Source: an optimization exercise on an open RTL-to-GDS flow (aim: small area and few clock cycles per item). Production flows keep margins and buffers that such runs may drop. In this exercise RTL edits were held to simulation tests only and were not proved equivalent to the original.

== main ==
==> flow/design.v (excerpt) <==
module aes128_key_expansion (
   input  wire logic         clock,
   input  wire logic         reset,
   input  wire logic         req_tvalid,
   output logic              req_tready,
   input  wire logic [127:0] req_tdata,
   output logic              rsp_tvalid,
   input  wire logic         rsp_tready,
   output logic [135:0]      rsp_tdata,
   output logic              rsp_tlast
);
   logic [ROUND_WIDTH-1:0] rsp_round;
   logic [KEY_WIDTH-1:0]   rsp_key;
   logic                   load_key;
   logic                   advance;
   aesk_ctrl u_ctrl (
      .clock      (clock),
      .reset      (reset),
      .req_tvalid (req_tvalid),
      .req_tready (req_tready),
      .rsp_tready (rsp_tready),
      .rsp_tvalid (rsp_tvalid),
      .rsp_last   (rsp_tlast),
      .round      (rsp_round),
      .load_key   (load_key),
      .advance    (advance)
   );
   aesk_datapath u_datapath (
      .clock    (clock),
      .load_key (load_key),
      .advance  (advance),
      .round    (rsp_round),
      .key_in   ({req_tdata[63:0], req_tdata[127:64]}),
      .key_out  (rsp_key)
   );
   assign rsp_tdata = {{RSP_PAD{1'b0}}, rsp_key[63:0], rsp_key[127:64], rsp_round};
endmodule
Size: about 1100 cells after synthesis, roughly 130 flip-flops, about 270 I/O pins, about 9300 um^2 of cells after synthesis.
==> flow/config.mk <==
export PLATFORM = sky130hd
export DESIGN_NAME = aes128_key_expansion
export DESIGN_NICKNAME = aes128_key_expansion
export VERILOG_FILES = /design/flow/design.v
export SDC_FILE = /design/flow/constraint.sdc
export NUM_CORES = 4
export LEC_CHECK = 0
export CAP_MARGIN = 20
export CORE_MARGIN = 2
export CORE_UTILIZATION = 40
export CTS_BUF_LIST = sky130_fd_sc_hd__clkbuf_4 sky130_fd_sc_hd__clkbuf_8
export SETUP_SLACK_MARGIN = -0.15
export SLEW_MARGIN = 20
==> flow/constraint.sdc <==
create_clock -name core_clock -period 5.3 [get_ports {clock}]
set_input_delay 1.0600 -clock core_clock [delete_from_list [all_inputs] [get_ports {clock}]]
set_output_delay 1.0600 -clock core_clock [all_outputs]
set_load 0.01 [all_outputs]
standard.sh (not shown) runs the stock make flow with config.mk's settings and CLKGATE_MAP_FILE= SYNTH_SCRIPT=/design/flow/synth_recipe.tcl, a recipe that flattens the netlist after the stock synthesis.
==> flow/flow/run.sh <==
#!/bin/bash
# Own flow: the standard layout with these changes:
#  - synthesis: the abc technology-mapping step uses flow/abc_area_nf.script
#    instead of ORFS's speed script (front end, flip-flop mapping, flatten and
#    rename are the standard ones);
#  - placement: every port still gets a buffer, but buffer_ports uses the
#    1x buffer (sky130_fd_sc_hd__buf_1) rather than the cell it picks itself;
#  - clock tree: clkbuf_4/clkbuf_8 only, larger sink clusters and no dummy
#    balancing loads;
#  - the resizer does not use the 4x buffer (flow/no_buf4.tcl, sourced at the
#    start of each OpenROAD step).
# Each tool's output goes to a log of its own: synth.log, layout.log, and
# ORFS's per-step logs under orfs/logs/.
set -euo pipefail
W=$PWD
cat flow/abc_override.tcl synth_recipe.tcl > my_synth.tcl
sed "s#$W/synth_recipe.tcl#$W/my_synth.tcl#g" standard.sh > my_standard.sh
grep -q my_synth.tcl my_standard.sh
export MY_ABC_SCRIPT=$W/flow/abc_area_nf.script
export BUFFER_PORTS_ARGS="-buffer_cell sky130_fd_sc_hd__buf_1"
export CTS_ARGS="-sink_clustering_enable -repair_clock_nets -dont_use_dummy_load -sink_clustering_size 30 -sink_clustering_max_diameter 80 -buf_list {sky130_fd_sc_hd__clkbuf_4 sky130_fd_sc_hd__clkbuf_8}"
bash my_standard.sh synth > synth.log 2>&1
for step in FLOORPLAN GLOBAL_PLACE RESIZE REPAIR_TIMING_POST_PLACE DETAIL_PLACE CTS GLOBAL_ROUTE DETAIL_ROUTE; do
  export PRE_${step}_TCL=$W/flow/no_buf4.tcl
done
bash my_standard.sh finish > layout.log 2>&1
==> flow/flow/abc_area_nf.script <==
strash
&get -n
&dch -f
&nf -p -R 50
&put
==> flow/flow/abc_override.tcl <==
# Prepended to synth_recipe.tcl: every liberty-mapping abc call uses an
# area-oriented mapping script (structural choices, then &nf area recovery)
# in place of ORFS's speed script. Registers are untouched (no -dff).
proc abc {args} {
  set i [lsearch -exact $args -script]
  if {$i >= 0} {
    set args [lreplace $args $i [expr {$i + 1}] -script $::env(MY_ABC_SCRIPT)]
  }
  yosys abc {*}$args
}
==> flow/flow/no_buf4.tcl <==
# Keep the resizer from using the 4x buffer for its own buffering (port
# buffers are set separately); smaller buffers are still available.
set_dont_use sky130_fd_sc_hd__buf_4
Testbench counts of main, summed over its fixed seeds: cycles 5,640, items 512.
### main -> the feature branch
Settings: changing SETUP_SLACK_MARGIN from -0.15 to -0.22.
Notes after the runs:
Changes observed in the feature branch relative to main: multi-input logic portion of the cell area saw a decrease, aggregate global-route resource usage roughly the same, layout filler cell count roughly the same, post-synthesis adder-cell area fraction about even.
Diff main -> the feature branch: fmax -about 0.9%, layout sequential cell count ~0 delta, count of cells along the worst register-to-register path -1.
Status: clock slew at the register clock pins of the worst setup and hold paths parity (main, the feature branch)

[port drivers added, routing unchanged]
The flow's constraints put no driver on any port. The routed layouts listed below were extracted and timed again, unchanged, in two steps. Step 1 assumes that a clkbuf_16 drives the clock port and a buf_2 every other input. Step 2 also shifts input and output timing later by t, the mid clock arrival at the registers, as if the neighbouring blocks saw the same clock. Three values: ideal, step 1, step 2; two values: the first two.
run | t (ns) | setup slack, ns | worst setup path after step 2 | worst register clock-pin slew, ns | pins driven straight from the clock port
main | 0.467 | 0.251 / 0.251 / 0.251 | register to register | 0.09 / 0.09 | 1
the feature branch | 0.467 | 0.207 / 0.207 / 0.207 | register to register | 0.09 / 0.09 | 1
After both steps setup and hold are still met in every run listed.
